From an optimization exercise on the open Yosys and OpenROAD flow, aimed at a short achievable clock period and few clock cycles per item; shortcuts taken in it are not production practice.
No run shown here included a check of the RTL's function; only the layout flow was run.
Power is estimated from default activity; no workload was simulated.

[design/flow/run.sh]
#!/bin/bash
# synth_recipe.tcl (not shown) runs the flow's synth.tcl, then flattens the netlist and writes it again
# the make line also repeats each setting of config.mk as NAME=value (left out here)
make -C /OpenROAD-flow-scripts/flow DESIGN_CONFIG=/design/flow/config.mk WORK_HOME=/design/flow/orfs CLKGATE_MAP_FILE= SYNTH_SCRIPT=/design/flow/synth_recipe.tcl finish
[design/flow/config.mk]
export PLATFORM = sky130hd
export DESIGN_NAME = axi_wr_slave
export DESIGN_NICKNAME = axi_wr_slave
export VERILOG_FILES = /design/flow/design.v
export SDC_FILE = /design/flow/constraint.sdc
export NUM_CORES = 4
export LEC_CHECK = 0
export ABC_CLOCK_PERIOD_IN_PS = 1800
export CAP_MARGIN = 20
export CORE_MARGIN = 2
export CORE_UTILIZATION = 55
export PLACE_DENSITY = 0.7
export SETUP_SLACK_MARGIN = 3.5
export SLEW_MARGIN = 20
[design/flow/constraint.sdc]
create_clock -name core_clock -period 5.5 [get_ports {clk}]
set_input_delay 1.1000 -clock core_clock [delete_from_list [all_inputs] [get_ports {clk}]]
set_output_delay 1.1000 -clock core_clock [all_outputs]
set_load 0.01 [all_outputs]
[design/flow/design.v]
`default_nettype none
package axi_wr_pkg;
    localparam int ADDR_W   = 32;
    localparam int DATA_W   = 32;
    localparam int STRB_W   = DATA_W / 8;
    localparam int ID_W     = 4;
    localparam int LEN_W    = 8;
    localparam int SIZE_W   = 3;
    localparam int MAX_SIZE = 2;
    localparam int PAGE_BIT = 12;
    localparam int AW_DEPTH = 2;
    localparam int W_DEPTH  = 2;
    localparam int B_DEPTH  = 4;
    localparam int AW_W  = ID_W + ADDR_W + LEN_W + SIZE_W + 2;
    localparam int W_W   = DATA_W + STRB_W + 1;
    localparam int B_W   = ID_W + 2;
    localparam int MEM_W = ID_W + ADDR_W + DATA_W + STRB_W + 1;
    typedef enum logic [1:0] {
        FIXED = 2'b00,
        INCR  = 2'b01,
        WRAP  = 2'b10,
        RSVD  = 2'b11
    } burst_e;
    typedef enum logic [1:0] {
        OKAY   = 2'b00,
        SLVERR = 2'b10
    } resp_e;
    typedef struct packed {
        logic [ID_W-1:0]   id;
        logic [ADDR_W-1:0] addr;
        logic [LEN_W-1:0]  len;
        logic [SIZE_W-1:0] size;
        burst_e            burst;
    } aw_cmd_t;
    typedef struct packed {
        logic [DATA_W-1:0] data;
        logic [STRB_W-1:0] strb;
        logic              last;
    } w_beat_t;
    typedef struct packed {
        logic [ID_W-1:0] id;
        resp_e           resp;
    } b_resp_t;
    typedef struct packed {
        logic [ID_W-1:0]   id;
        logic [ADDR_W-1:0] addr;
        logic [DATA_W-1:0] data;
        logic [STRB_W-1:0] strb;
        logic              last;
    } mem_wr_t;
endpackage
`default_nettype wire
`timescale 1ns/1ps
`default_nettype none
module sync_fifo #(
    parameter int WIDTH = 8,
    parameter int DEPTH = 4
) (
    input  wire logic             clk,
    input  wire logic             rst_n,
    input  wire logic             push,
    input  wire logic [WIDTH-1:0] din,
    output logic                  ready,
    input  wire logic             pop,
    output logic      [WIDTH-1:0] dout,
    output logic                  nempty
);
    localparam int PW = (DEPTH > 1) ? $clog2(DEPTH) : 1;
    localparam int CW = $clog2(DEPTH + 1);
    logic [WIDTH-1:0] mem [DEPTH];
    logic [PW-1:0]    wr_ptr;
    logic [PW-1:0]    rd_ptr;
    logic [PW-1:0]    wr_inc;
    logic [PW-1:0]    rd_inc;
    logic [CW-1:0]    count;
    logic             ready_q;
    logic             nempty_q;
    assign ready  = ready_q;
    assign nempty = nempty_q;
    assign dout   = mem[rd_ptr];
    assign wr_inc = (wr_ptr == PW'(DEPTH - 1)) ? '0 : wr_ptr + 1'b1;
    assign rd_inc = (rd_ptr == PW'(DEPTH - 1)) ? '0 : rd_ptr + 1'b1;
    always_ff @(posedge clk) begin
        for (int i = 0; i < DEPTH; i++) begin
            if (push && wr_ptr == PW'(i)) mem[i] <= din;
        end
    end
    always_ff @(posedge clk or negedge rst_n) begin
        if (!rst_n) begin
            wr_ptr   <= '0;
            rd_ptr   <= '0;
            count    <= '0;
            ready_q  <= 1'b0;
            nempty_q <= 1'b0;
        end else begin
            if (push) wr_ptr <= wr_inc;
            if (pop)  rd_ptr <= rd_inc;
            case ({push, pop})
                2'b10: begin
                    count    <= count + 1'b1;
                    ready_q  <= (count <= CW'(DEPTH - 2));
                    nempty_q <= 1'b1;
                end
                2'b01: begin
                    count    <= count - 1'b1;
                    ready_q  <= 1'b1;
                    nempty_q <= (count >= CW'(2));
                end
                default: begin
                    ready_q  <= (count <= CW'(DEPTH - 1));
                    nempty_q <= (count >= CW'(1));
                end
            endcase
        end
    end
endmodule
`default_nettype wire
`timescale 1ns/1ps
`default_nettype none
module aw_decode (
    input  wire axi_wr_pkg::aw_cmd_t            cmd,
    output logic [6:0]                          mask,
    output logic                                fixed,
    output logic                                size_err
);
    always_comb begin
        mask     = ~(7'h7f << cmd.size);
        fixed    = (cmd.burst == axi_wr_pkg::FIXED);
        size_err = (cmd.size > axi_wr_pkg::SIZE_W'(axi_wr_pkg::MAX_SIZE));
    end
endmodule
`default_nettype wire
`timescale 1ns/1ps
`default_nettype none
module burst_engine (
    input  wire logic                      clk,
    input  wire logic                      rst_n,
    input  wire axi_wr_pkg::aw_cmd_t       cmd,
    input  wire logic                      cmd_nempty,
    output logic                           cmd_pop,
    input  wire axi_wr_pkg::w_beat_t       beat,
    input  wire logic                      beat_nempty,
    output logic                           beat_pop,
    output axi_wr_pkg::mem_wr_t            mem,
    output logic                           mem_we,
    input  wire logic                      mem_ready,
    input  wire logic                      can_start,
    output logic                           start,
    output logic                           resp_push,
    output logic                           resp_size_err,
    output logic [axi_wr_pkg::ID_W-1:0]    resp_id
);
    localparam int PB = axi_wr_pkg::PAGE_BIT;
    localparam int AW = axi_wr_pkg::ADDR_W;
    localparam int MW = axi_wr_pkg::MEM_W;
    logic                              act_q;
    logic [axi_wr_pkg::ID_W-1:0]       id_q;
    logic [AW-1:0]                     addr_q;
    logic [axi_wr_pkg::LEN_W-1:0]      rem_q;
    logic                              rz_q;
    logic [6:0]                        mask_q;
    logic                              fixed_q;
    logic                              serr_q;
    logic [6:0]                        dec_mask;
    logic                              dec_fixed;
    logic                              dec_serr;
    axi_wr_pkg::mem_wr_t               mem_q;
    axi_wr_pkg::mem_wr_t               mem_nxt;
    axi_wr_pkg::mem_wr_t               mem_hold_q;
    logic                              mem_we_q;
    logic                              mlast_q;
    logic                              adv;
    logic                              issue;
    logic                              load;
    logic                              can_issue;
    logic                              load_idle;
    logic                              load_next;
    logic [axi_wr_pkg::ID_W-1:0]       rid_q;
    logic                              rserr_q;
    logic [PB-1:0]                     filled;
    logic [PB:0]                       stepped;
    logic [PB-1:0]                     lo_nxt;
    aw_decode u_aw_decode (
        .cmd      (cmd),
        .mask     (dec_mask),
        .fixed    (dec_fixed),
        .size_err (dec_serr)
    );
    assign can_issue = act_q && beat_nempty;
    assign load_idle = cmd_nempty && can_start && !act_q;
    assign load_next = cmd_nempty && can_start && can_issue && rz_q;
    assign adv       = !mem_we_q || mem_ready;
    assign issue     = adv && can_issue;
    assign load      = load_idle || (adv && load_next);
    assign start    = load;
    assign cmd_pop  = load;
    assign beat_pop = issue;
    assign mem           = mem_q;
    assign mem_we        = mem_we_q;
    assign resp_push     = mem_we_q && mem_ready && mlast_q;
    assign resp_size_err = rserr_q;
    assign resp_id       = rid_q;
    assign filled  = addr_q[PB-1:0] | {5'd0, mask_q};
    assign stepped = {1'b0, filled} + 1'b1;
    always_comb begin
        if (fixed_q)          lo_nxt = addr_q[PB-1:0] & ~{5'd0, mask_q};
        else if (stepped[PB]) lo_nxt = addr_q[PB-1:0];
        else                  lo_nxt = stepped[PB-1:0];
    end
    always_ff @(posedge clk or negedge rst_n) begin
        if (!rst_n) act_q <= 1'b0;
        else if (load) act_q <= 1'b1;
        else if (issue && rz_q) act_q <= 1'b0;
    end
    always_ff @(posedge clk) begin
        if (load) begin
            id_q    <= cmd.id;
            addr_q  <= cmd.addr;
            rem_q   <= cmd.len;
            rz_q    <= (cmd.len == 8'd0);
            mask_q  <= dec_mask;
            fixed_q <= dec_fixed;
            serr_q  <= dec_serr;
        end else if (issue) begin
            addr_q[PB-1:0] <= lo_nxt;
            rem_q          <= rem_q - 1'b1;
            rz_q           <= (rem_q == 8'd1);
        end
    end
    always_comb begin
        mem_nxt.id   = id_q;
        mem_nxt.addr = addr_q;
        mem_nxt.data = beat.data;
        mem_nxt.strb = beat.strb;
        mem_nxt.last = beat.last;
    end
    always_ff @(posedge clk or negedge rst_n) begin
        if (!rst_n) mem_we_q <= 1'b0;
        else mem_we_q <= (mem_we_q && !mem_ready) || can_issue;
    end
    always_ff @(posedge clk) begin
        mem_q <= adv ? mem_nxt : mem_hold_q;
    end
    always_ff @(posedge clk) begin
        if (adv) begin
            mem_hold_q <= mem_nxt;
            mlast_q    <= rz_q;
        end
        if (adv && rz_q) begin
            rid_q   <= id_q;
            rserr_q <= serr_q;
        end
    end
endmodule
`default_nettype wire
`timescale 1ns/1ps
`default_nettype none
module wresp_gen (
    input  wire logic                        clk,
    input  wire logic                        rst_n,
    input  wire logic                        start,
    output logic                             can_start,
    input  wire logic                        push,
    input  wire logic                        size_err,
    input  wire logic [axi_wr_pkg::ID_W-1:0] id,
    output axi_wr_pkg::b_resp_t              b,
    output logic                             b_valid,
    input  wire logic                        b_ready
);
    localparam int CAP = axi_wr_pkg::B_DEPTH + 1;
    axi_wr_pkg::b_resp_t new_resp;
    axi_wr_pkg::b_resp_t q_head;
    axi_wr_pkg::b_resp_t b_q;
    axi_wr_pkg::b_resp_t b_nxt;
    axi_wr_pkg::b_resp_t b_hold_q;
    logic                b_valid_q;
    logic                q_nempty;
    logic                q_push;
    logic                q_pop;
    logic                take;
    logic                b_pop;
    logic [CAP-1:0]      out_q;
    always_comb begin
        new_resp.id   = id;
        new_resp.resp = size_err ? axi_wr_pkg::SLVERR : axi_wr_pkg::OKAY;
    end
    assign b         = b_q;
    assign b_valid   = b_valid_q;
    assign b_pop     = b_valid_q && b_ready;
    assign take      = !b_valid_q || b_ready;
    assign q_pop     = take && q_nempty;
    assign q_push    = push && (q_nempty || !take);
    assign can_start = !out_q[CAP-1];
    sync_fifo #(
        .WIDTH (axi_wr_pkg::B_W),
        .DEPTH (axi_wr_pkg::B_DEPTH)
    ) u_b_fifo (
        .clk    (clk),
        .rst_n  (rst_n),
        .push   (q_push),
        .din    (new_resp),
        .ready  (),
        .pop    (q_pop),
        .dout   (q_head),
        .nempty (q_nempty)
    );
    always_ff @(posedge clk or negedge rst_n) begin
        if (!rst_n) begin
            b_valid_q <= 1'b0;
            out_q     <= '0;
        end else begin
            b_valid_q <= (b_valid_q && !b_ready) || q_nempty || push;
            case ({start, b_pop})
                2'b10:   out_q <= {out_q[CAP-2:0], 1'b1};
                2'b01:   out_q <= {1'b0, out_q[CAP-1:1]};
                default: out_q <= out_q;
            endcase
        end
    end
    assign b_nxt = q_nempty ? q_head : new_resp;
    always_ff @(posedge clk) begin
        b_q <= take ? b_nxt : b_hold_q;
        if (take) b_hold_q <= b_nxt;
    end
endmodule
`default_nettype wire
`timescale 1ns/1ps
`default_nettype none
module axi_wr_slave (
    input  wire logic                  clk,
    input  wire logic                  rst_n,
    input  wire axi_wr_pkg::aw_cmd_t   aw,
    input  wire logic                  aw_valid,
    output logic                       aw_ready,
    input  wire axi_wr_pkg::w_beat_t   w,
    input  wire logic                  w_valid,
    output logic                       w_ready,
    output axi_wr_pkg::b_resp_t        b,
    output logic                       b_valid,
    input  wire logic                  b_ready,
    output axi_wr_pkg::mem_wr_t        mem,
    output logic                       mem_we,
    input  wire logic                  mem_ready
);
    axi_wr_pkg::aw_cmd_t           aw_head;
    axi_wr_pkg::w_beat_t           w_head;
    logic                          aw_nempty;
    logic                          aw_pop;
    logic                          w_nempty;
    logic                          w_pop;
    logic                          can_start;
    logic                          start;
    logic                          resp_push;
    logic                          resp_size_err;
    logic [axi_wr_pkg::ID_W-1:0]   resp_id;
    sync_fifo #(
        .WIDTH (axi_wr_pkg::AW_W),
        .DEPTH (axi_wr_pkg::AW_DEPTH)
    ) u_aw_fifo (
        .clk    (clk),
        .rst_n  (rst_n),
        .push   (aw_valid && aw_ready),
        .din    (aw),
        .ready  (aw_ready),
        .pop    (aw_pop),
        .dout   (aw_head),
        .nempty (aw_nempty)
    );
    sync_fifo #(
        .WIDTH (axi_wr_pkg::W_W),
        .DEPTH (axi_wr_pkg::W_DEPTH)
    ) u_w_fifo (
        .clk    (clk),
        .rst_n  (rst_n),
        .push   (w_valid && w_ready),
        .din    (w),
        .ready  (w_ready),
        .pop    (w_pop),
        .dout   (w_head),
        .nempty (w_nempty)
    );
    burst_engine u_burst_engine (
        .clk           (clk),
        .rst_n         (rst_n),
        .cmd           (aw_head),
        .cmd_nempty    (aw_nempty),
        .cmd_pop       (aw_pop),
        .beat          (w_head),
        .beat_nempty   (w_nempty),
        .beat_pop      (w_pop),
        .mem           (mem),
        .mem_we        (mem_we),
        .mem_ready     (mem_ready),
        .can_start     (can_start),
        .start         (start),
        .resp_push     (resp_push),
        .resp_size_err (resp_size_err),
        .resp_id       (resp_id)
    );
    wresp_gen u_wresp_gen (
        .clk       (clk),
        .rst_n     (rst_n),
        .start     (start),
        .can_start (can_start),
        .push      (resp_push),
        .size_err  (resp_size_err),
        .id        (resp_id),
        .b         (b),
        .b_valid   (b_valid),
        .b_ready   (b_ready)
    );
endmodule
`default_nettype wire
==> reports/results.txt, run 1 <==
Clock slew at reported path FFs: 0.06 ns
Worst rel slew slack: 60.8%
Post-Synth XOR/XNOR Area: 1.22%
DP HPWL: 16100 um
DRT antenna net count: 0
Final setup vio count: 0
Routed Wire Length: 26500 um
FF/Latch Area: 10600 um^2
Layout cells sized above 1: 29.0%
Worst-Skew Late Latency: 0.52 ns
Multi-input gate area: 3130 um^2
GRT Overall Usage: 20.1%
Family with the most delay on the worst path: flip-flops
Tightest Pin Transition: 0.571 ns
Sequential fraction of the synthesis area: 77.8%
Max-slew violations: 0
YS warnings: 9
Most frequent cells in the layout: 330 x edfxtp_1, 87 x clkdlybuf4s50_1, 77 x buf_2
Die area: 26100 um^2
Critical-path cell list: buf_2
FILL cells: 1558
DR iter-0 viols: 564
Post-synth top area cell: edfxtp_1
Compound-Gate Fraction of Synth Area: 3.83%
Clk root buf: clkbuf_16
Site Rows: 57
Setup CP Type: flop to primary output
WP data required: 4.40 ns
Initial Utilization: 56.0%
Max Cap Viol: 0
Pre-antenna DRT Iters: 6
Hold WC Path Type: flop to flop
Design area: 17100 um^2
Via density: 5.53
#FFs+latches synth: 358
Cell area after placement: 15900 um^2
Run status: timing/DRC/antenna clean
Ports: 175
Setup Skew: 0.0156 ns
RSZ-0062 raised after global routing: true
Crit path launch type: flop
Die outline width: 161 um
GPL Wtd Cong: 0.802
Synth Area in Simple Gates: 4.87%
Post-Synth Adder-Cell Area: 2.66%
Hold Fails Final Rpt: 0
Post-detailed-route wirelength per cell: 19.9 um
First-pass GRT wire length: 40500 um
Mapped Area: 13600 um^2
Max stage delay on crit path: 0.42 ns
Fin crit share: 39.9%
Vias: 7354
Syn_nets: 873
# nets final: 1098
Leak Pwr: 0.00614 uW
Vias in the first global route: 7464
Largest family of logic cells by synthesized area: multiplexers
I/O Buffers: 173
Mux contribution to synthesized area: 8.07%
Tmin final: 2.19 ns
Post-synth top flop: edfxtp_1
Area growth syn-to-layout: 25.5%
Initial antenna violation count: 0
Ant. Diodes: 0
Critical Path AT: 1.09 ns
Synth cell types: 61
Reg2Reg Setup Slack: 3.54 ns
Worst vdd ir: 329 uV
CORE AREA: 24300 um^2
CTS tree: done
Top cells by area, synth: edfxtp_1 73%, mux2_2 5.9%, dfrtp_1 5.1%
Clock buffers created by TritonCTS: 37
Max frequency: 456 MHz
EDFF count, synth: 330
Most common cell after layout, fill and taps aside: edfxtp_1
Setup TNS: 0 ns
H-tree lvl count: 2
Clock Path Buffers: 3
CP Buf/Inv Count: 1
Critical-path cell with the highest stage delay: edfxtp_1
Synth async-reset ratio: 7.82%
Residual DRC: 0
Synth Instances: 752
Pin count of the biggest net entering global routing: 45
Share of Yosys cell area claimed by the top area cell type: 72.7%
Worst Setup End Kind: primary output
Die H: 161 um
Clock tree sinks: 358
Synthesized area per cell: 18.1 um^2
Grt ovf: 0
Hold-fix buffers, CTS: 0
Power density over cell area: 561 nW/um^2
Crit Path Max Fanout: 1
## Yosys cell counts (all sizes together), types with 11 or more instances
master  instances
a21oi          11
xnor2          15
nand2          30
mux2           71
ha             29
o21ai          23
dfrtp          28
buf            14
inv            25
mux2i          30
edfxtp        330
nor2           27
## repair_timing
| action | 4_1_cts | 5_1_grt |
|---|---|---|
| pin swaps | 12 | 7 |
| setup endpoints to repair | 458 | 116 |
| buffers inserted | 19 | 4 |
| cloned | 5 | 0 |
| resized for setup | 370 | 17 |
## sequential cells by signal, indices dropped and copies added (netlist names), 3 cells and up
| signal | count |
|---|---|
| u_aw_fifo.mem | 98 |
| u_burst_engine.addr_q | 32 |
| u_burst_engine.id_q | 4 |
| u_burst_engine.mask_q | 7 |
| u_burst_engine.mem_hold_q | 73 |
| u_burst_engine.rem_q | 8 |
| u_burst_engine.rid_q | 4 |
| u_w_fifo.mem | 74 |
| u_wresp_gen.b_hold_q | 5 |
| u_wresp_gen.out_q | 5 |
| u_wresp_gen.u_b_fifo.count | 3 |
| u_wresp_gen.u_b_fifo.mem | 20 |
## power breakdown
group / switching [uW] / internal, uW / total (uW)
clock: 974 / 1370 / 2350
combinational: 1480 / 1230 / 2710
sequential: 482 / 4060 / 4540
## metal layers
| layer | vias to the layer above | track usage [%] | part of all wire (%) | wire length, um |
|---|---|---|---|---|
| met5 | - | 0 | 0 | 0 |
| met4 | 0 | 5.80 | 2.3 | 607 |
| met3 | 49 | 3.44 | 7.0 | 1860 |
| met2 | 310 | 33.9 | 49 | 13100 |
| met1 | 3625 | 27.2 | 41 | 10900 |
| li1 | 3370 | - | - | - |
## final cells by class
type	instances	share of cell area [%]
clock buffers	51	6.09
clock inverters	17	0.636
inverters	25	0.578
multi-input cells	352	18.3
flip-flops and latches	358	62.1
well taps	324	2.37
repair buffers	203	9.94
## stage by stage
step	worst slack [ns]	total power (uW)	util [%]	std cells	hold WS, ns
after floorplan	2.72	6130	-	752	0.400
after global placement	1.80	7080	65.4	1234	0.404
after detailed placement	1.69	7230	65.4	1234	0.405
after CTS	3.29	9580	69.9	1326	0.417
after global routing	3.26	10100	70.3	1330	0.423
final	3.31	9600	70.3	1330	0.418
## path summary, 6_finish.rpt
kind / endpoint / from / cells past startpoint
min in group asynchronous: u_wresp_gen.u_b_fifo.wr_ptr[1]$_DFFE_PN0P_ / rst_n / 2
hold reg to reg: u_burst_engine.mem_hold_q[55]$_DFFE_PP_ / u_burst_engine.addr_q[18]$_DFFE_PN_ / 0
setup / recovery: mem[42] / u_burst_engine.mem_hold_q[42]$_DFFE_PP_ / 1
hold / removal: u_burst_engine.mem_hold_q[55]$_DFFE_PP_ / u_burst_engine.addr_q[18]$_DFFE_PN_ / 0
max in group asynchronous: u_aw_fifo.rd_ptr$_DFFE_PN0N_ / rst_n / 2
setup reg to reg: u_burst_engine.addr_q[4]$_DFFE_PP_ / u_burst_engine.mask_q[1]$_DFFE_PN_ / 6
## cell families (layout without fill, tap and decap cells)
family	after synthesis	count (layout)
multiplexers	101	101
AO/OA/AOI/OAI	75	75
AND/OR/NAND/NOR	123	127
buffers and inverters	46	296
flip-flops	358	358
XOR/XNOR	19	19
adder cells (fa/ha/maj)	29	29
other	1	1
==> run 2: changes to the inputs <==
--- a/design/flow/design.v
+++ b/design/flow/design.v
@@ -71,6 +71,4 @@
     logic [PW-1:0]    wr_ptr;
     logic [PW-1:0]    rd_ptr;
-    logic [PW-1:0]    wr_inc;
-    logic [PW-1:0]    rd_inc;
     logic [CW-1:0]    count;
     logic             ready_q;
@@ -79,10 +77,6 @@
     assign nempty = nempty_q;
     assign dout   = mem[rd_ptr];
-    assign wr_inc = (wr_ptr == PW'(DEPTH - 1)) ? '0 : wr_ptr + 1'b1;
-    assign rd_inc = (rd_ptr == PW'(DEPTH - 1)) ? '0 : rd_ptr + 1'b1;
     always_ff @(posedge clk) begin
-        for (int i = 0; i < DEPTH; i++) begin
-            if (push && wr_ptr == PW'(i)) mem[i] <= din;
-        end
+        if (push) mem[wr_ptr] <= din;
     end
     always_ff @(posedge clk or negedge rst_n) begin
@@ -94,22 +88,17 @@
             nempty_q <= 1'b0;
         end else begin
-            if (push) wr_ptr <= wr_inc;
-            if (pop)  rd_ptr <= rd_inc;
+            if (push) wr_ptr <= (wr_ptr == PW'(DEPTH - 1)) ? '0 : wr_ptr + 1'b1;
+            if (pop)  rd_ptr <= (rd_ptr == PW'(DEPTH - 1)) ? '0 : rd_ptr + 1'b1;
             case ({push, pop})
-                2'b10: begin
-                    count    <= count + 1'b1;
-                    ready_q  <= (count <= CW'(DEPTH - 2));
-                    nempty_q <= 1'b1;
-                end
-                2'b01: begin
-                    count    <= count - 1'b1;
-                    ready_q  <= 1'b1;
-                    nempty_q <= (count >= CW'(2));
-                end
-                default: begin
-                    ready_q  <= (count <= CW'(DEPTH - 1));
-                    nempty_q <= (count >= CW'(1));
-                end
+                2'b10:   count <= count + 1'b1;
+                2'b01:   count <= count - 1'b1;
+                default: count <= count;
             endcase
+            ready_q  <= (count <= CW'(DEPTH - 2)) ||
+                        ((count == CW'(DEPTH - 1)) && (!push || pop)) ||
+                        ((count == CW'(DEPTH)) && pop);
+            nempty_q <= (count >= CW'(2)) ||
+                        ((count == CW'(1)) && (!pop || push)) ||
+                        ((count == CW'(0)) && push);
         end
     end
@@ -167,15 +156,10 @@
     axi_wr_pkg::mem_wr_t               mem_q;
     axi_wr_pkg::mem_wr_t               mem_nxt;
-    axi_wr_pkg::mem_wr_t               mem_hold_q;
     logic                              mem_we_q;
     logic                              mlast_q;
+    logic                              mserr_q;
     logic                              adv;
     logic                              issue;
     logic                              load;
-    logic                              can_issue;
-    logic                              load_idle;
-    logic                              load_next;
-    logic [axi_wr_pkg::ID_W-1:0]       rid_q;
-    logic                              rserr_q;
     logic [PB-1:0]                     filled;
     logic [PB:0]                       stepped;
@@ -187,10 +171,7 @@
         .size_err (dec_serr)
     );
-    assign can_issue = act_q && beat_nempty;
-    assign load_idle = cmd_nempty && can_start && !act_q;
-    assign load_next = cmd_nempty && can_start && can_issue && rz_q;
-    assign adv       = !mem_we_q || mem_ready;
-    assign issue     = adv && can_issue;
-    assign load      = load_idle || (adv && load_next);
+    assign adv      = !mem_we_q || mem_ready;
+    assign issue    = adv && act_q && beat_nempty;
+    assign load     = cmd_nempty && can_start && (!act_q || (issue && rz_q));
     assign start    = load;
     assign cmd_pop  = load;
@@ -199,6 +180,6 @@
     assign mem_we        = mem_we_q;
     assign resp_push     = mem_we_q && mem_ready && mlast_q;
-    assign resp_size_err = rserr_q;
-    assign resp_id       = rid_q;
+    assign resp_size_err = mserr_q;
+    assign resp_id       = mem_q.id;
     assign filled  = addr_q[PB-1:0] | {5'd0, mask_q};
     assign stepped = {1'b0, filled} + 1'b1;
@@ -237,18 +218,10 @@
     always_ff @(posedge clk or negedge rst_n) begin
         if (!rst_n) mem_we_q <= 1'b0;
-        else mem_we_q <= (mem_we_q && !mem_ready) || can_issue;
-    end
-    always_ff @(posedge clk) begin
-        mem_q <= adv ? mem_nxt : mem_hold_q;
+        else if (adv) mem_we_q <= act_q && beat_nempty;
     end
     always_ff @(posedge clk) begin
-        if (adv) begin
-            mem_hold_q <= mem_nxt;
-            mlast_q    <= rz_q;
-        end
-        if (adv && rz_q) begin
-            rid_q   <= id_q;
-            rserr_q <= serr_q;
-        end
+        mem_q   <= ({MW{adv}} & mem_nxt) | ({MW{!adv}} & mem_q);
+        mlast_q <= (adv & rz_q) | (!adv & mlast_q);
+        mserr_q <= (adv & serr_q) | (!adv & mserr_q);
     end
 endmodule
@@ -269,9 +242,9 @@
 );
     localparam int CAP = axi_wr_pkg::B_DEPTH + 1;
+    localparam int OW  = $clog2(CAP + 1);
     axi_wr_pkg::b_resp_t new_resp;
     axi_wr_pkg::b_resp_t q_head;
     axi_wr_pkg::b_resp_t b_q;
     axi_wr_pkg::b_resp_t b_nxt;
-    axi_wr_pkg::b_resp_t b_hold_q;
     logic                b_valid_q;
     logic                q_nempty;
@@ -280,5 +253,5 @@
     logic                take;
     logic                b_pop;
-    logic [CAP-1:0]      out_q;
+    logic [OW-1:0]       out_q;
     always_comb begin
         new_resp.id   = id;
@@ -291,5 +264,5 @@
     assign q_pop     = take && q_nempty;
     assign q_push    = push && (q_nempty || !take);
-    assign can_start = !out_q[CAP-1];
+    assign can_start = (out_q < OW'(CAP));
     sync_fifo #(
         .WIDTH (axi_wr_pkg::B_W),
@@ -310,8 +283,8 @@
             out_q     <= '0;
         end else begin
-            b_valid_q <= (b_valid_q && !b_ready) || q_nempty || push;
+            if (take) b_valid_q <= q_nempty || push;
             case ({start, b_pop})
-                2'b10:   out_q <= {out_q[CAP-2:0], 1'b1};
-                2'b01:   out_q <= {1'b0, out_q[CAP-1:1]};
+                2'b10:   out_q <= out_q + 1'b1;
+                2'b01:   out_q <= out_q - 1'b1;
                 default: out_q <= out_q;
             endcase
@@ -320,6 +293,5 @@
     assign b_nxt = q_nempty ? q_head : new_resp;
     always_ff @(posedge clk) begin
-        b_q <= take ? b_nxt : b_hold_q;
-        if (take) b_hold_q <= b_nxt;
+        b_q <= ({axi_wr_pkg::B_W{take}} & b_nxt) | ({axi_wr_pkg::B_W{!take}} & b_q);
     end
 endmodule
--- a/design/flow/config.mk
+++ b/design/flow/config.mk
@@ -9,6 +9,5 @@
 export CAP_MARGIN = 20
 export CORE_MARGIN = 2
-export CORE_UTILIZATION = 55
-export PLACE_DENSITY = 0.7
+export CORE_UTILIZATION = 40
 export SETUP_SLACK_MARGIN = 3.5
 export SLEW_MARGIN = 20
==> run 2 against run 1 <==
  * Critical endpoint is now mem[69]
  * Hold slack is essentially flat
  * Largest cell class unchanged
  * Critical path depth is the same
  * Highest routed layer is now met5
  * Area after synthesis shrank 2.1%
  * Final cell count grew 7.9%
==> reports/results.txt, run 2 <==
DP HPWL: 15400 um
Share of Yosys cell area claimed by the top area cell type: 73.3%
Hold Fails Final Rpt: 0
Ant. Diodes: 0
RSZ-0062 raised after global routing: true
H-tree lvl count: 2
Hold WC Path Type: flop to flop
CP Buf/Inv Count: 1
Critical-path cell with the highest stage delay: edfxtp_1
Top cells by area, synth: edfxtp_1 73%, mux2_2 5.9%, dfrtp_1 4.9%
Via density: 4.93
Post-route insts no fill: 1435
DR iter-0 viols: 409
Int Pwr: 6990 uW
Tightest Pin Transition: 0.677 ns
Reg power frac: 45.0%
FILL cells: 2675
Sequential fraction of the synthesis area: 78.4%
#FFs+latches synth: 353
Area growth syn-to-layout: 29.5%
Clock tree sinks: 353
Combinational share of power: 27.5%
Initial antenna violation count: 1
GPL Wtd Cong: 0.770
Most common cell after layout, fill and taps aside: edfxtp_1
Layout cells sized above 1: 31.7%
Dpl ws: 1.32 ns
Post-synth top cells: 326 x edfxtp_1, 70 x mux2_2, 30 x mux2i_1, 26 x dfrtp_1
Family with the most delay on the worst path: flip-flops
Clock buffers created by TritonCTS: 39
# nets final: 1083
Post-synth top area cell: edfxtp_1
Crit Path Max Fanout: 2
Vias: 7076
Post-detailed-route wirelength per cell: 18.7 um
Max stage delay on crit path: 0.43 ns
Initial Utilization: 40.8%
Synthesized area per cell: 18.8 um^2
Setup Skew: 0.0139 ns
Clock power frac: 27.5%
Run status: timing/DRC/antenna clean
Worst Setup End Kind: primary output
Worst-Skew Late Latency: 0.51 ns
Site Rows: 66
Mapped Area: 13300 um^2
Final Worst Setup Slack: 3.29 ns
Leak Pwr: 0.00623 uW
First-pass GRT wire length: 40800 um
CTS tree: done
Residual DRC: 0
WP data required: 4.40 ns
Critical Path AT: 1.11 ns
Tmin final: 2.21 ns
Worst vdd ir: 253 uV
Clk root buf: clkbuf_16
Crit path launch type: flop
Setup TNS: 0 ns
Synth async-reset ratio: 7.37%
Critical-path cell list: buf_2
Synth Instances: 711
Grt ovf: 0
Reg2Reg Setup Slack: 3.50 ns
Post-synth top flop: edfxtp_1
Final setup vio count: 0
Routed Wire Length: 26800 um
Hold-fix buffers, CTS: 0
Clock Path Buffers: 3
Max-slew violations: 0
Count leader, synth: edfxtp_1
GRT Overall Usage: 15.2%
Die area: 34800 um^2
Max Cap Viol: 0
Sw frac: 29.2%
Post-placement cell count: 1317
Worst rel slew slack: 54.9%
Die outline width: 187 um
YS warnings: 6
Die H: 187 um
Vias in the first global route: 7157
Pre-antenna DRT Iters: 4
Clock slew at reported path FFs: 0.06 ns
DRT antenna net count: 0
EDFF count, synth: 326
Ports: 175
I/O Buffers: 174
Net load switching power: 2890 uW
Pin count of the biggest net entering global routing: 40
Power density over cell area: 571 nW/um^2
Setup CP Type: flop to primary output
Fin crit share: 40.1%
Synth cell types: 56
Syn_nets: 829
Most frequent cells in the layout: 326 x edfxtp_1, 87 x clkdlybuf4s50_1, 76 x buf_2
CORE AREA: 32700 um^2
Max frequency: 453 MHz
## run 2: cell type report
type / count / area (um^2) / share of cell area, %
Multi-Input combinational cell: 320 / 2940 / 17.0
Inverter: 27 / 109 / 0.630
Timing Repair Buffer: 224 / 1870 / 10.8
Sequential cell: 353 / 10500 / 60.6
Clock inverter: 17 / 289 / 1.67
Tap cell: 442 / 553 / 3.20
Clock buffer: 52 / 1040 / 6.05
## run 2: worst register-to-register path, cell delays in order, from the launching register on
cell and delay, ns:
dfrtp_2 0.41, buf_4 0.17, nand2b_4 0.10, a31oi_4 0.11, nor2_4 0.20, clkinv_4 0.09
ha_4 0.17, buf_4 0.12, buf_4 0.12, xor2_1 0.15, nor2_1 0.13, xor2_1 0.14
## run 2: final timing paths
| path | startpoint | endpoint | cells past startpoint |
|---|---|---|---|
| setup / recovery | flop | mem[69] | 1 |
| hold / removal | u_burst_engine.addr_q[27]$_DFFE_PN_ | flop | 0 |
| setup reg to reg | u_burst_engine.mem_we_q$_DFFE_PN0N_ | u_wresp_gen.out_q[2]$_DFFE_PN0P_ | 11 |
| hold reg to reg | u_burst_engine.addr_q[27]$_DFFE_PN_ | flop | 0 |
| max in group asynchronous | rst_n | u_aw_fifo.rd_ptr$_DFFE_PN0N_ | 2 |
| min in group asynchronous | rst_n | u_wresp_gen.u_b_fifo.rd_ptr[0]$_DFFE_PN0P_ | 2 |
## run 2: power groups by stage
| stage | logic [uW] | registers, uW | clock network [uW] |
|---|---|---|---|
| final | 2720 | 4440 | 2710 |
| after global routing | 2990 | 4530 | 2890 |
| after CTS | 2640 | 4440 | 2770 |
| after detailed placement | 2530 | 4530 | 0 |
| after global placement | 2500 | 4510 | 0 |
| after floorplan | 1530 | 4450 | 0 |
## run 2: kinds of logic (layout without fill, tap and decap cells)
kind of cell	count (synthesis)	count (layout)	share of synthesized area (%)
buffers and inverters	45	320	1.42
AOI/OAI and AO/OA	52	52	2.88
adders and majority gates	26	26	2.49
DFF	353	353	78.4
and+or+nand+nor	105	112	4.20
muxes	105	105	9.00
xor gates and xnor gates	25	25	1.64
## run 2: layer usage
metal | wire length [um] | part of all wire, % | GRT usage, %
met3 | 1570 | 5.9 | 3.54
met1 | 12100 | 45 | 21.0
met4 | 612 | 2.3 | 4.46
met5 | 13 | 0.048 | 0
met2 | 12600 | 47 | 24.0
## run 2: timing repair
action                     in CTS  in global routing
setup endpoints to repair     466                228
resized for setup             376                 20
gates cloned                    7                  2
setup buffers                  28                 12
pin swaps                      14                 13
## run 2: metrics by stage
step                      util [%]  cell area, um^2  hold WS, ns  power, uW
after global routing          52.8            17300        0.429      10400
after global placement        48.1            15700        0.400       7010
final                         52.8            17300        0.418       9870
after detailed placement      48.1            15700        0.405       7060
after floorplan                  -            13500        0.400       5980
after CTS                     52.3            17100        0.419       9860
==> run 3: changes to the inputs <==
--- a/design/flow/design.v
+++ b/design/flow/design.v
@@ -10,5 +10,5 @@
     localparam int PAGE_BIT = 12;
     localparam int AW_DEPTH = 2;
-    localparam int W_DEPTH  = 2;
+    localparam int W_DEPTH  = 4;
     localparam int B_DEPTH  = 4;
     localparam int AW_W  = ID_W + ADDR_W + LEN_W + SIZE_W + 2;
@@ -85,5 +85,5 @@
             rd_ptr   <= '0;
             count    <= '0;
-            ready_q  <= 1'b0;
+            ready_q  <= 1'b1;
             nempty_q <= 1'b0;
         end else begin
@@ -109,13 +109,19 @@
 module aw_decode (
     input  wire axi_wr_pkg::aw_cmd_t            cmd,
-    output logic [6:0]                          mask,
-    output logic                                fixed,
+    output logic [axi_wr_pkg::PAGE_BIT-1:0]     lo1,
+    output logic [7:0]                          incr,
     output logic                                size_err
 );
+    logic [axi_wr_pkg::PAGE_BIT-1:0] aligned_lo;
+    logic [axi_wr_pkg::PAGE_BIT:0]   sum;
     always_comb begin
-        mask     = ~(7'h7f << cmd.size);
-        fixed    = (cmd.burst == axi_wr_pkg::FIXED);
-        size_err = (cmd.size > axi_wr_pkg::SIZE_W'(axi_wr_pkg::MAX_SIZE));
+        aligned_lo = cmd.addr[axi_wr_pkg::PAGE_BIT-1:0] &
+                     ({axi_wr_pkg::PAGE_BIT{1'b1}} << cmd.size);
+        incr       = (cmd.burst == axi_wr_pkg::FIXED) ? 8'd0 : (8'd1 << cmd.size);
+        sum        = {1'b0, aligned_lo} + {5'd0, incr};
+        lo1        = sum[axi_wr_pkg::PAGE_BIT] ? cmd.addr[axi_wr_pkg::PAGE_BIT-1:0]
+                                               : sum[axi_wr_pkg::PAGE_BIT-1:0];
     end
+    assign size_err = (cmd.size > axi_wr_pkg::SIZE_W'(axi_wr_pkg::MAX_SIZE));
 endmodule
 `default_nettype wire
@@ -142,38 +148,45 @@
     localparam int PB = axi_wr_pkg::PAGE_BIT;
     localparam int AW = axi_wr_pkg::ADDR_W;
-    localparam int MW = axi_wr_pkg::MEM_W;
+    logic                              nc_v;
+    logic [axi_wr_pkg::ID_W-1:0]       nc_id;
+    logic [AW-1:0]                     nc_addr;
+    logic                              nc_len0;
+    logic                              nc_len1;
+    logic [axi_wr_pkg::LEN_W-1:0]      nc_lenm1;
+    logic [PB-1:0]                     nc_lo1;
+    logic [7:0]                        nc_incr;
+    logic                              nc_serr;
+    logic [PB-1:0]                     dec_lo1;
+    logic [7:0]                        dec_incr;
+    logic                              dec_serr;
     logic                              act_q;
     logic [axi_wr_pkg::ID_W-1:0]       id_q;
-    logic [AW-1:0]                     addr_q;
+    logic [AW-1:PB]                    hi_q;
+    logic [PB-1:0]                     lo_q;
     logic [axi_wr_pkg::LEN_W-1:0]      rem_q;
     logic                              rz_q;
-    logic [6:0]                        mask_q;
-    logic                              fixed_q;
+    logic [7:0]                        incr_q;
     logic                              serr_q;
-    logic [6:0]                        dec_mask;
-    logic                              dec_fixed;
-    logic                              dec_serr;
     axi_wr_pkg::mem_wr_t               mem_q;
-    axi_wr_pkg::mem_wr_t               mem_nxt;
     logic                              mem_we_q;
     logic                              mlast_q;
     logic                              mserr_q;
     logic                              adv;
+    logic                              avail;
     logic                              issue;
-    logic                              load;
-    logic [PB-1:0]                     filled;
-    logic [PB:0]                       stepped;
-    logic [PB-1:0]                     lo_nxt;
+    logic                              nc_load;
+    logic [PB:0]                       sum;
     aw_decode u_aw_decode (
         .cmd      (cmd),
-        .mask     (dec_mask),
-        .fixed    (dec_fixed),
+        .lo1      (dec_lo1),
+        .incr     (dec_incr),
         .size_err (dec_serr)
     );
     assign adv      = !mem_we_q || mem_ready;
-    assign issue    = adv && act_q && beat_nempty;
-    assign load     = cmd_nempty && can_start && (!act_q || (issue && rz_q));
-    assign start    = load;
-    assign cmd_pop  = load;
+    assign avail    = beat_nempty && (act_q || (nc_v && can_start));
+    assign issue    = adv && avail;
+    assign start    = issue && !act_q;
+    assign nc_load  = cmd_nempty && (!nc_v || start);
+    assign cmd_pop  = nc_load;
     assign beat_pop = issue;
     assign mem           = mem_q;
@@ -182,46 +195,57 @@
     assign resp_size_err = mserr_q;
     assign resp_id       = mem_q.id;
-    assign filled  = addr_q[PB-1:0] | {5'd0, mask_q};
-    assign stepped = {1'b0, filled} + 1'b1;
-    always_comb begin
-        if (fixed_q)          lo_nxt = addr_q[PB-1:0] & ~{5'd0, mask_q};
-        else if (stepped[PB]) lo_nxt = addr_q[PB-1:0];
-        else                  lo_nxt = stepped[PB-1:0];
+    always_ff @(posedge clk or negedge rst_n) begin
+        if (!rst_n) nc_v <= 1'b0;
+        else if (nc_load) nc_v <= 1'b1;
+        else if (start) nc_v <= 1'b0;
+    end
+    always_ff @(posedge clk) begin
+        if (nc_load) begin
+            nc_id    <= cmd.id;
+            nc_addr  <= cmd.addr;
+            nc_len0  <= (cmd.len == 8'd0);
+            nc_len1  <= (cmd.len == 8'd1);
+            nc_lenm1 <= cmd.len - 1'b1;
+            nc_lo1   <= dec_lo1;
+            nc_incr  <= dec_incr;
+            nc_serr  <= dec_serr;
+        end
     end
+    assign sum = {1'b0, lo_q} + {5'd0, incr_q};
     always_ff @(posedge clk or negedge rst_n) begin
         if (!rst_n) act_q <= 1'b0;
-        else if (load) act_q <= 1'b1;
-        else if (issue && rz_q) act_q <= 1'b0;
+        else if (issue) act_q <= act_q ? !rz_q : !nc_len0;
     end
     always_ff @(posedge clk) begin
-        if (load) begin
-            id_q    <= cmd.id;
-            addr_q  <= cmd.addr;
-            rem_q   <= cmd.len;
-            rz_q    <= (cmd.len == 8'd0);
-            mask_q  <= dec_mask;
-            fixed_q <= dec_fixed;
-            serr_q  <= dec_serr;
-        end else if (issue) begin
-            addr_q[PB-1:0] <= lo_nxt;
-            rem_q          <= rem_q - 1'b1;
-            rz_q           <= (rem_q == 8'd1);
+        if (issue) begin
+            if (act_q) begin
+                if (!sum[PB]) lo_q <= sum[PB-1:0];
+                rem_q <= rem_q - 1'b1;
+                rz_q  <= (rem_q == 8'd1);
+            end else begin
+                id_q   <= nc_id;
+                hi_q   <= nc_addr[AW-1:PB];
+                lo_q   <= nc_lo1;
+                rem_q  <= nc_lenm1;
+                rz_q   <= nc_len1;
+                incr_q <= nc_incr;
+                serr_q <= nc_serr;
+            end
         end
     end
-    always_comb begin
-        mem_nxt.id   = id_q;
-        mem_nxt.addr = addr_q;
-        mem_nxt.data = beat.data;
-        mem_nxt.strb = beat.strb;
-        mem_nxt.last = beat.last;
-    end
     always_ff @(posedge clk or negedge rst_n) begin
         if (!rst_n) mem_we_q <= 1'b0;
-        else if (adv) mem_we_q <= act_q && beat_nempty;
+        else if (adv) mem_we_q <= avail;
     end
     always_ff @(posedge clk) begin
-        mem_q   <= ({MW{adv}} & mem_nxt) | ({MW{!adv}} & mem_q);
-        mlast_q <= (adv & rz_q) | (!adv & mlast_q);
-        mserr_q <= (adv & serr_q) | (!adv & mserr_q);
+        if (adv) begin
+            mem_q.id   <= act_q ? id_q : nc_id;
+            mem_q.addr <= act_q ? {hi_q, lo_q} : nc_addr;
+            mem_q.data <= beat.data;
+            mem_q.strb <= beat.strb;
+            mem_q.last <= beat.last;
+            mlast_q    <= act_q ? rz_q : nc_len0;
+            mserr_q    <= act_q ? serr_q : nc_serr;
+        end
     end
 endmodule
@@ -246,5 +270,4 @@
     axi_wr_pkg::b_resp_t q_head;
     axi_wr_pkg::b_resp_t b_q;
-    axi_wr_pkg::b_resp_t b_nxt;
     logic                b_valid_q;
     logic                q_nempty;
@@ -291,7 +314,6 @@
         end
     end
-    assign b_nxt = q_nempty ? q_head : new_resp;
     always_ff @(posedge clk) begin
-        b_q <= ({axi_wr_pkg::B_W{take}} & b_nxt) | ({axi_wr_pkg::B_W{!take}} & b_q);
+        if (take) b_q <= q_nempty ? q_head : new_resp;
     end
 endmodule
--- a/design/flow/config.mk
+++ b/design/flow/config.mk
@@ -6,8 +6,6 @@
 export NUM_CORES = 4
 export LEC_CHECK = 0
-export ABC_CLOCK_PERIOD_IN_PS = 1800
 export CAP_MARGIN = 20
 export CORE_MARGIN = 2
 export CORE_UTILIZATION = 40
-export SETUP_SLACK_MARGIN = 3.5
 export SLEW_MARGIN = 20
==> run 3 against run 2 <==
  * Still clean on timing, DRC and antenna
  * Register-to-register slack got worse by 2.1 ns
  * Count of clock-buffer cells in the layout increased by 11
  * Fmax is 47% lower
  * Global-route usage decreased by 0.73 points
  * Critical path type is now flop to flop
==> reports/results.txt, run 3 <==
Max FFs per register: 148
DRT antenna net count: 0
Area growth syn-to-layout: 21.1%
Hold Fails Final Rpt: 0
Synth async-reset ratio: 6.04%
Worst Setup End Kind: flop
DP HPWL: 22900 um
Clock slew at reported path FFs: 0.06 ns
Crit Path Max Fanout: 41
Vias: 9625
Clock tree sinks: 497
Ports: 175
DR iter-0 viols: 583
RSZ-0062 raised after global routing: false
Pre-antenna DRT Iters: 5
Worst vdd ir: 286 uV
DRT met1 WL: 16100 um
Total power: 13400 uW
Share of Yosys cell area claimed by the top area cell type: 71.4%
Leak Pwr: 0.00824 uW
Residual DRC: 0
FILL cells: 4043
Largest Register: u_w_fifo.mem
Hold WC Path Type: flop to flop
Post-synth top area cell: edfxtp_1
Metal2 WL: 17700 um
Initial antenna violation count: 0
Setup CP Type: flop to flop
Post-layout util: 48.8%
Cell area after placement: 22200 um^2
Most common cell after layout, fill and taps aside: edfxtp_1
Design area: 23800 um^2
Final setup vio count: 0
Hold path cells: 0
Grt ovf: 0
First-pass GRT wire length: 55900 um
Post-CTS Resized: 0
Mapped Area: 19600 um^2
Post-synth top cells: 467 x edfxtp_1, 82 x mux2_2, 53 x inv_1, 50 x ha_1, 46 x nand2_1
Clock Path Buffers: 3
Synth cell types: 67
EDFF count, synth: 467
Worst Reg2Reg Path Length in Cells: 11
Max-slew violations: 0
Sequential fraction of the synthesis area: 75.2%
Post-detailed-route wirelength per cell: 18.4 um
Top routing layer in use: met4
Syn_nets: 1212
H-tree lvl count: 2
Worst-Skew Late Latency: 0.59 ns
Post-CTS setup buffers: 0
Worst rel slew slack: 29.7%
Clk root buf: clkbuf_16
Tmin final: 4.13 ns
Die outline width: 226 um
WP data required: 5.83 ns
Multi-input gate area: 4550 um^2
GRT Overall Usage: 14.4%
Site Rows: 81
DR WL met3: 1790 um
Critical Path AT: 4.46 ns
Synth Instances: 1067
Initial Utilization: 40.3%
YS warnings: 6
#FFs+latches synth: 497
Count leader, synth: edfxtp_1
Tightest Pin Transition: 1.05 ns
Most frequent cells in the layout: 467 x edfxtp_1, 173 x clkdlybuf4s50_1, 82 x mux2_2
Routed Wire Length: 36400 um
Layout cells sized above 1: 17.5%
Pin count of the biggest net entering global routing: 72
Die H: 226 um
Setup TNS: 0 ns
CORE AREA: 48700 um^2
CTS tree: done
Max Cap Viol: 0
Vias in the first global route: 9857
Max frequency: 242 MHz
GPL Wtd Cong: 0.838
FF/Latch Area: 14800 um^2
Via density: 4.86
Run status: timing/DRC/antenna clean
Hold-fix buffers, CTS: 0
Final Worst Setup Slack: 1.37 ns
Post-synth top flop: edfxtp_1
Crit path launch type: flop
Top cells by area, synth: edfxtp_1 71%, mux4_2 4.8%, mux2_2 4.7%
Setup Skew: 0.0181 ns
# nets final: 1420
Synthesized area per cell: 18.4 um^2
Power density over cell area: 565 nW/um^2
Die area: 50900 um^2
Ant. Diodes: 0
Fin crit share: 75.0%
Biggest regs: u_w_fifo.mem x148, u_aw_fifo.mem x98, u_burst_engine.mem_q x73
Dpl ws: 1.32 ns
I/O Buffers: 173
Clock buffers created by TritonCTS: 52
-- run 3: area by class of cell --
cell class / count / area share (%)
sequential: 497 / 62.2
multi-input combinational: 486 / 19.1
timing repair buffer: 184 / 7.63
clock buffer: 63 / 5.65
tap: 664 / 3.49
clock inverter: 34 / 1.09
inverter: 54 / 0.852
-- run 3: power breakdown --
part	leakage, uW	internal (uW)	total (uW)	switching [uW]
combinational	0.00277	1900	3950	2050
sequential	0.00470	5680	6210	527
clock	0.000771	1880	3290	1410
total	0.00824	9460	13400	3990
-- run 3: worst max-delay path, cell delays in order, from the launching register on --
cell and delay (ns):
dfrtp_2 0.99, mux2_2 0.49, nand2b_1 0.21, nor2_1 0.17, ha_1 0.18, inv_1 0.05
fa_1 0.44, nor2b_4 0.15, o2111ai_2 0.13, a311oi_2 0.45, o21a_4 0.22, mux2_2 0.33
-- run 3: kinds of logic (layout without fill, tap and decap cells) --
logic type / count (synthesis) / in the layout / share of synthesized area, %
XOR/XNOR: 33 / 33 / 1.47
flip-flops: 497 / 497 / 75.2
adder cells (fa/ha/maj): 53 / 53 / 3.49
AO/OA/AOI/OAI: 93 / 93 / 3.31
multiplexers: 150 / 150 / 10.9
other: 1 / 1 / 0.0191
AND/OR/NAND/NOR: 156 / 156 / 3.83
buffers and inverters: 84 / 335 / 1.75
-- run 3: path summary, 6_finish.rpt --
| path | end | from | slack (ns) |
|---|---|---|---|
| min reg2reg | u_burst_engine.incr_q[5]$_DFFE_PP_ | u_burst_engine.nc_incr[5]$_DFFE_PP_ | 0.43 |
| min in group asynchronous | u_wresp_gen.u_b_fifo.rd_ptr[0]$_DFFE_PN0P_ | rst_n | 0.92 |
| min | u_burst_engine.incr_q[5]$_DFFE_PP_ | u_burst_engine.nc_incr[5]$_DFFE_PP_ | 0.43 |
| max | u_burst_engine.nc_lo1[0]$_DFFE_PP_ | u_aw_fifo.rd_ptr$_DFFE_PN0P_ | 1.37 |
| max in group asynchronous | u_w_fifo.ready_q$_DFF_PN1_ | rst_n | 4.23 |
| max reg2reg | u_burst_engine.nc_lo1[0]$_DFFE_PP_ | u_aw_fifo.rd_ptr$_DFFE_PN0P_ | 1.37 |
-- run 3: through the flow --
stage / instances / hold WS (ns)
final: 1982 / 0.432
after global routing: 1982 / 0.444
after detailed placement: 1885 / 0.415
after CTS: 1982 / 0.429
after floorplan: 1067 / 0.400
after global placement: 1885 / 0.404
-- run 3: layer usage --
metal / up-vias / track usage, %
met5: - / 0
met3: 55 / 3.11
met4: 0 / 4.14
li1: 4554 / -
met2: 212 / 24.0
met1: 4804 / 19.2
==> run 4: changes to the inputs <==
--- a/design/flow/config.mk
+++ b/design/flow/config.mk
@@ -6,6 +6,8 @@
 export NUM_CORES = 4
 export LEC_CHECK = 0
+export ABC_CLOCK_PERIOD_IN_PS = 2000
 export CAP_MARGIN = 20
 export CORE_MARGIN = 2
 export CORE_UTILIZATION = 40
+export SETUP_SLACK_MARGIN = 3.4
 export SLEW_MARGIN = 20
==> run 4 against run 3 <==
  * Area after synthesis did not move
  * Cell area rose by 5.3%
  * Total power rose by 7.8%
  * Count of clock-buffer cells in the layout fell by 6
  * Combinational power rose by 22%
  * Via count rose by 6.6%
  * Sequential share of layout area fell by 3.1 points
  * Fmax rose by 30%
  * Global-route usage rose by 1.7 points
  * Sequential power rose by 2%
  * Critical path type unchanged
  * Largest power group unchanged
  * Highest routed layer unchanged
==> reports/results.txt, run 4 <==
Run status: timing/DRC/antenna clean
Top routing layer in use: met4
Mapped Area: 19600 um^2
Residual DRC: 0
CTS tree: done
Setup CP Type: flop to flop
# nets final: 1498
Crit path launch type: flop
DR WL met3: 2010 um
Max Cap Viol: 0
Max-slew violations: 0
Via density: 4.98
Final hold slack: 0.417 ns
Vias: 10300
Post-detailed-route wirelength per cell: 20.4 um
Worst-Skew Late Latency: 0.59 ns
Final setup vio count: 0
YS warnings: 6
Post-synth top flop: edfxtp_1
FILL cells: 3975
GPL Wtd Cong: 0.790
Setup TNS: 0 ns
Post-synth top area cell: edfxtp_1
Vias in the first global route: 10400
Pre-antenna DRT Iters: 5
Site Rows: 81
Max FFs per register: 148
Worst vdd ir: 256 uV
DRT antenna net count: 0
Max frequency: 316 MHz
Synthesized area per cell: 18.4 um^2
Net load switching power: 4530 uW
Most common cell after layout, fill and taps aside: edfxtp_1
DP HPWL: 23400 um
Share of Yosys cell area claimed by the top area cell type: 71.4%
WP data required: 5.83 ns
RSZ-0062 raised after global routing: true
Synth Instances: 1067
CORE AREA: 48700 um^2
Grt ovf: 0
GRT Overall Usage: 16.1%
Metal2 WL: 21400 um
Initial antenna violation count: 0
Total power: 14500 uW
Die area: 50900 um^2
Power density over cell area: 579 nW/um^2
Clock power frac: 23.1%
Crit Path Max Fanout: 6
Die H: 226 um
Synth cell types: 67
Synth async-reset ratio: 6.04%
#FFs+latches synth: 497
Worst rel slew slack: 29.1%
DRT met1 WL: 17800 um
Initial Utilization: 40.3%
Design area: 25000 um^2
Clock buffers created by TritonCTS: 52
Clock tree sinks: 497
Hold-fix buffers, CTS: 0
Sequential fraction of the synthesis area: 75.2%
Int Pwr: 9960 uW
Post-layout util: 51.4%
Ant. Diodes: 0
Syn_nets: 1212
Area growth syn-to-layout: 27.5%
Critical Path AT: 3.50 ns
Pin count of the biggest net entering global routing: 40
Ports: 175
Layout cells sized above 1: 34.6%
DR iter-0 viols: 749
Largest Register: u_w_fifo.mem
First-pass GRT wire length: 61100 um
Die outline width: 226 um
Tmin final: 3.16 ns
Biggest regs: u_w_fifo.mem x148, u_aw_fifo.mem x98, u_burst_engine.mem_q x73
EDFF count, synth: 467
Combinational share of power: 33.2%
Clk root buf: clkbuf_16
Post-synth top cells: 467 x edfxtp_1, 82 x mux2_2, 53 x inv_1, 50 x ha_1, 46 x nand2_1
I/O Buffers: 173
Setup Skew: 0.0131 ns
Tightest Pin Transition: 1.06 ns
Fin crit share: 57.5%
Hold Fails Final Rpt: 0
Worst Setup End Kind: flop
Reg power frac: 43.7%
Clock Path Buffers: 3
H-tree lvl count: 2
Sw frac: 31.3%
Hold WC Path Type: flop to flop
Top cells by area, synth: edfxtp_1 71%, mux4_2 4.8%, mux2_2 4.7%
Clock slew at reported path FFs: 0.06 ns
Most frequent cells in the layout: 467 x edfxtp_1, 88 x clkdlybuf4s50_1, 79 x mux2_2
Routed Wire Length: 42100 um
Count leader, synth: edfxtp_1
Cell area after placement: 22300 um^2
Leak Pwr: 0.00887 uW
==> run 4: cell counts after synthesis <==
Identical to the previous run, type by type.
==> run 4: worst paths after layout <==
kind | cells past startpoint | to | startpoint | slack (ns)
setup / recovery | 11 | u_burst_engine.nc_lo1[0]$_DFFE_PP_ | u_aw_fifo.rd_ptr$_DFFE_PN0P_ | 2.34
hold / removal | 0 | u_burst_engine.incr_q[7]$_DFFE_PP_ | u_burst_engine.nc_incr[7]$_DFFE_PP_ | 0.42
setup reg to reg | 11 | u_burst_engine.nc_lo1[0]$_DFFE_PP_ | u_aw_fifo.rd_ptr$_DFFE_PN0P_ | 2.34
hold reg to reg | 0 | u_burst_engine.incr_q[7]$_DFFE_PP_ | u_burst_engine.nc_incr[7]$_DFFE_PP_ | 0.42
max in group asynchronous | 2 | u_w_fifo.rd_ptr[0]$_DFFE_PN0P_ | rst_n | 4.21
min in group asynchronous | 2 | u_aw_fifo.wr_ptr$_DFFE_PN0P_ | rst_n | 0.93
==> run 4: worst max-delay path, stage by stage (launching register included) <==
cell and delay [ns]:
dfrtp_4 0.56, mux2_4 0.36, nand2b_4 0.18, nor2_4 0.11, ha_4 0.15, inv_4 0.03
fa_2 0.41, nor2b_4 0.16, o2111ai_4 0.14, a311oi_4 0.30, o21a_4 0.20, mux2_4 0.30
==> run 4: cells by family after synthesis <==
group           count (synthesis)  synth area share (%)
flops                         497                  75.2
simple gates                  156                  3.83
mux                           150                  10.9
compound gates                 93                  3.31
buf+inv                        84                  1.75
fa+ha+maj                      53                  3.49
xor+xnor                       33                  1.47
other cells                     1                0.0191
==> run 4: power by group through the flow <==
stage / Combinational, uW / Clock (uW) / Sequential (uW)
after global routing: 5220 / 3580 / 6450
after detailed placement: 3980 / 0 / 6450
final: 4810 / 3350 / 6330
after CTS: 4580 / 3430 / 6350
after floorplan: 2610 / 0 / 6230
after global placement: 3910 / 0 / 6430
==> run 4: timing repair <==
item / CTS / global route
pin swaps: 23 / 18
endpoints found under the setup margin: 559 / 198
resized for setup: 437 / 52
gates cloned: 11 / 5
setup buffers: 50 / 16
==> run 4: cell type report <==
type                            instances  area [um^2]  area share (%)
Clock buffer                           57         1320            5.27
Clock inverter                         40          312            1.24
Inverter                               54          225           0.899
Multi-Input combinational cell        496         5300            21.2
Sequential cell                       497        14800            59.0
Tap cell                              664          831            3.32
Timing Repair Buffer                  251         2260            9.02
Timing Repair inverter                  1         8.76          0.0350
==> run 4: routing by layer <==
layer,up-vias,global-route usage (%)
met5,-,0
met4,0,4.57
met3,62,3.24
met2,246,27.5
met1,5228,21.0
li1,4724,-
==> run 4: stage by stage <==
step / worst slack [ns] / std cells
finish: 2.34 / 2060
global route: 2.27 / 2060
CTS: 2.30 / 2039
detailed placement: 1.29 / 1881
global placement: 1.36 / 1881
floorplan: 1.75 / 1067
==> run 5: changes to the inputs <==
--- a/design/flow/config.mk
+++ b/design/flow/config.mk
@@ -9,5 +9,6 @@
 export CAP_MARGIN = 20
 export CORE_MARGIN = 2
-export CORE_UTILIZATION = 40
+export CORE_UTILIZATION = 65
+export PLACE_DENSITY = 0.75
 export SETUP_SLACK_MARGIN = 3.4
 export SLEW_MARGIN = 20
==> run 5 against run 4 <==
  * Die area fell by 38%
  * Sequential share of layout area grew 2.1 points
  * Final cell count down 14%
  * Critical path depth unchanged
  * Global-route usage is 9.5 points higher
  * Critical path type unchanged
  * Critical endpoint unchanged
  * Highest routed layer unchanged
==> reports/results.txt, run 5 <==
Hold WC Path Type: flop to flop
Worst reg2reg startpoint: u_aw_fifo.rd_ptr$_DFFE_PN0P_
Worst rel slew slack: 44.0%
Syn_nets: 1212
Cell mode on critical path: mux2_4
Grt peak-use layer: met2
Synthesized area per cell: 18.4 um^2
WP data required: 5.78 ns
GRT Overall Usage: 25.6%
CTS tree: done
GPL Wtd Cong: 0.872
Synth cell types: 67
DR iter-0 viols: 798
YS warnings: 6
Worst-Skew Late Latency: 0.56 ns
Routed Wire Length: 40700 um
Die outline width: 178 um
Most frequent cells in the layout: 467 x edfxtp_1, 87 x clkdlybuf4s50_1, 80 x mux2_2
Met1 Usage GRT: 34.0%
Final setup vio count: 0
Share of Yosys cell area claimed by the top area cell type: 71.4%
Biggest regs: u_w_fifo.mem x148, u_aw_fifo.mem x98, u_burst_engine.mem_q x73
DRT antenna net count: 0
I/O Buffers: 173
Setup Skew: 0.0285 ns
Critical-path cell with the highest stage delay: dfrtp_4
Fin crit share: 56.9%
Worst Setup End Kind: flop
Critical Path AT: 3.41 ns
H-tree lvl count: 2
Worst Hold Launch: u_burst_engine.nc_incr[1]$_DFFE_PP_
Worst vdd ir: 479 uV
Synth async-reset ratio: 6.04%
EDFF count, synth: 467
Tmin final: 3.13 ns
#FFs+latches synth: 497
Die H: 178 um
Max frequency: 320 MHz
Max stage delay on crit path: 0.51 ns
Hold Fails Final Rpt: 0
FF-to-FF End: u_burst_engine.nc_lo1[0]$_DFFE_PP_
First-pass GRT wire length: 60100 um
Mapped Area: 19600 um^2
Post-detailed-route wirelength per cell: 23.1 um
Largest Register: u_w_fifo.mem
Setup TNS: 0 ns
Post-placement cell count: 1610
Hold-fix buffers, CTS: 0
Post-synth top area cell: edfxtp_1
Clock tree sinks: 497
Most common cell after layout, fill and taps aside: edfxtp_1
Pin count of the biggest net entering global routing: 68
Clock slew at reported path FFs: 0.06 ns
RSZ-0062 raised after global routing: true
Vias in the first global route: 10500
Crit path launch type: flop
Site Rows: 63
Tightest Pin Transition: 0.840 ns
Max-slew violations: 0
Vias: 10200
Setup CP Type: flop to flop
Area growth syn-to-layout: 23.0%
Post-synth top flop: edfxtp_1
DP HPWL: 22200 um
Initial Utilization: 66.1%
Max FFs per register: 148
Pre-antenna DRT Iters: 5
Ports: 175
Post-synth top cells: 467 x edfxtp_1, 82 x mux2_2, 53 x inv_1, 50 x ha_1, 46 x nand2_1
# nets final: 1481
Clk root buf: clkbuf_16
Clock Path Buffers: 3
Run status: timing/DRC/antenna clean
Residual DRC: 0
Worst setup path endpoint: u_burst_engine.nc_lo1[0]$_DFFE_PP_
Crit Path Max Fanout: 5
Grt met3 use: 3.71%
Met2 usage: 44.6%
Layout cells sized above 1: 32.5%
Reg2Reg Setup Slack: 2.37 ns
CP startpoint: u_aw_fifo.rd_ptr$_DFFE_PN0P_
CORE AREA: 29700 um^2
Count leader, synth: edfxtp_1
Initial antenna violation count: 0
Sequential fraction of the synthesis area: 75.2%
Power density over cell area: 584 nW/um^2
Grt ovf: 0
Synth Instances: 1067
Post-route insts no fill: 1765
Critical-path cell list: mux2_4 > buf_12 > nor3b_4 > ha_2 > inv_2 > fa_2 > nor2b_4 > o2111ai_4 > a311oi_4 > o21a_4 > mux2_4
Worst Reg2Reg Path Length in Cells: 11
Clock buffers created by TritonCTS: 48
Via density: 5.79
Top cells by area, synth: edfxtp_1 71%, mux4_2 4.8%, mux2_2 4.7%
Max Cap Viol: 0
Die area: 31600 um^2
Leak Pwr: 0.00870 uW
## run 5: worst min path at each step
stage	to	slack [ns]	cells after the start
after floorplan	u_burst_engine.incr_q[0]$_DFFE_PP_	0.40	0
after global placement	u_burst_engine.incr_q[6]$_DFFE_PP_	0.41	0
after detailed placement	u_burst_engine.incr_q[2]$_DFFE_PP_	0.40	0
after CTS	u_burst_engine.incr_q[3]$_DFFE_PP_	0.42	0
after global routing	u_burst_engine.incr_q[6]$_DFFE_PP_	0.43	0
final	u_burst_engine.incr_q[1]$_DFFE_PP_	0.42	0
## run 5: logic make-up after synthesis
kind of cell    count (synthesis)  share of synthesized area [%]
compound gates                 93                           3.31
xor+xnor                       33                           1.47
fa+ha+maj                      53                           3.49
buf+inv                        84                           1.75
flops                         497                           75.2
mux                           150                           10.9
other cells                     1                         0.0191
simple gates                  156                           3.83
## run 5: timing repair
| action | 4_1_cts | 5_1_grt |
|---|---|---|
| endpoints found under the hold margin | 0 | 0 |
| cloned | 8 | 4 |
| pin swaps | 23 | 18 |
| resized for setup | 395 | 37 |
| endpoints found under the setup margin | 567 | 359 |
| buffers inserted | 37 | 17 |
## run 5: routing by layer
metal | wire (um) | up-vias | part of all wire, %
met5 | 0 | - | 0
met4 | 1030 | 0 | 2.5
met3 | 1910 | 66 | 4.7
met2 | 21300 | 347 | 52
met1 | 16500 | 5127 | 40
li1 | - | 4682 | -
## run 5: report_power, final
part / internal [uW] / leakage, uW / switching (uW)
clock: 2010 / 0.000786 / 1350
sequential: 5680 / 0.00470 / 545
combinational: 2080 / 0.00322 / 2450
total: 9770 / 0.00870 / 4350
## run 5: final cells by class
| type | instances | area, um^2 |
|---|---|---|
| inverter | 54 | 223 |
| antenna | 1 | 2.50 |
| fill | 1458 | 5550 |
| clock buffer | 58 | 1260 |
| tap | 390 | 488 |
| multi-input combinational | 495 | 5050 |
| sequential | 497 | 14800 |
| timing repair inverter | 2 | 16.3 |
| timing repair buffer | 238 | 1980 |
| clock inverter | 30 | 362 |
## run 5: worst max-delay path, delay by kind of cell (launching register included)
family / cells / cell delay [ns]
buffers and inverters: 2 / 0.18
adder cells (fa/ha/maj): 2 / 0.57
AND/OR/NAND/NOR: 2 / 0.33
AO/OA/AOI/OAI: 3 / 0.65
flip-flops: 1 / 0.51
multiplexers: 2 / 0.65
## run 5: stage by stage
| step | setup slack (ns) | hold slack, ns | area [um^2] | power [uW] | utilization [%] |
|---|---|---|---|---|---|
| floorplan | 1.75 | 0.400 | 19900 | 8840 | - |
| global placement | 1.64 | 0.409 | 22000 | 10200 | 74.0 |
| detailed placement | 1.54 | 0.405 | 22000 | 10300 | 74.0 |
| CTS | 2.39 | 0.418 | 23800 | 13900 | 80.2 |
| global route | 2.27 | 0.429 | 24200 | 14800 | 81.3 |
| finish | 2.37 | 0.421 | 24200 | 14100 | 81.3 |

==> separate check: timing with driven ports <==
Ports are ideal in the flow. The routed layouts listed here were re-timed in OpenROAD. Step 1 sets driving cells, clkbuf_16 on the clock port and buf_2 on the other inputs (assumed; they add their load-dependent delay and slew). Step 2 adds t to the input delays and takes it off the output delays; t is the mean of the earliest and latest rising clock arrival at the registers after step 1. Input paths then give back, and output paths get back, about the clock's delay inside the block. a / b / c = ideal / step 1 / step 2; a / b = the first two.
run | t, ns | setup WS [ns] | hold slack, ns | worst setup path at the end | cell pins on the clock port's net
run 1 | 0.557 | 3.305 / 3.256 / 2.917 | 0.418 / 0.418 / 0.418 | input to register | 1
run 2 | 0.554 | 3.292 / 3.243 / 2.737 | 0.418 / 0.418 / 0.418 | input to register | 1
run 3 | 0.629 | 1.373 / 1.373 / 1.373 | 0.432 / 0.432 / 0.432 | register to register | 1
run 4 | 0.639 | 2.337 / 2.337 / 2.337 | 0.417 / 0.417 / 0.417 | register to register | 1
run 5 | 0.593 | 2.371 / 2.371 / 2.371 | 0.421 / 0.421 / 0.421 | register to register | 1
After both steps setup and hold are still met in every run listed. For run 2, which loses most, drivers alone change the setup slack by -0.049 ns; drivers and shift together by -0.555 ns.
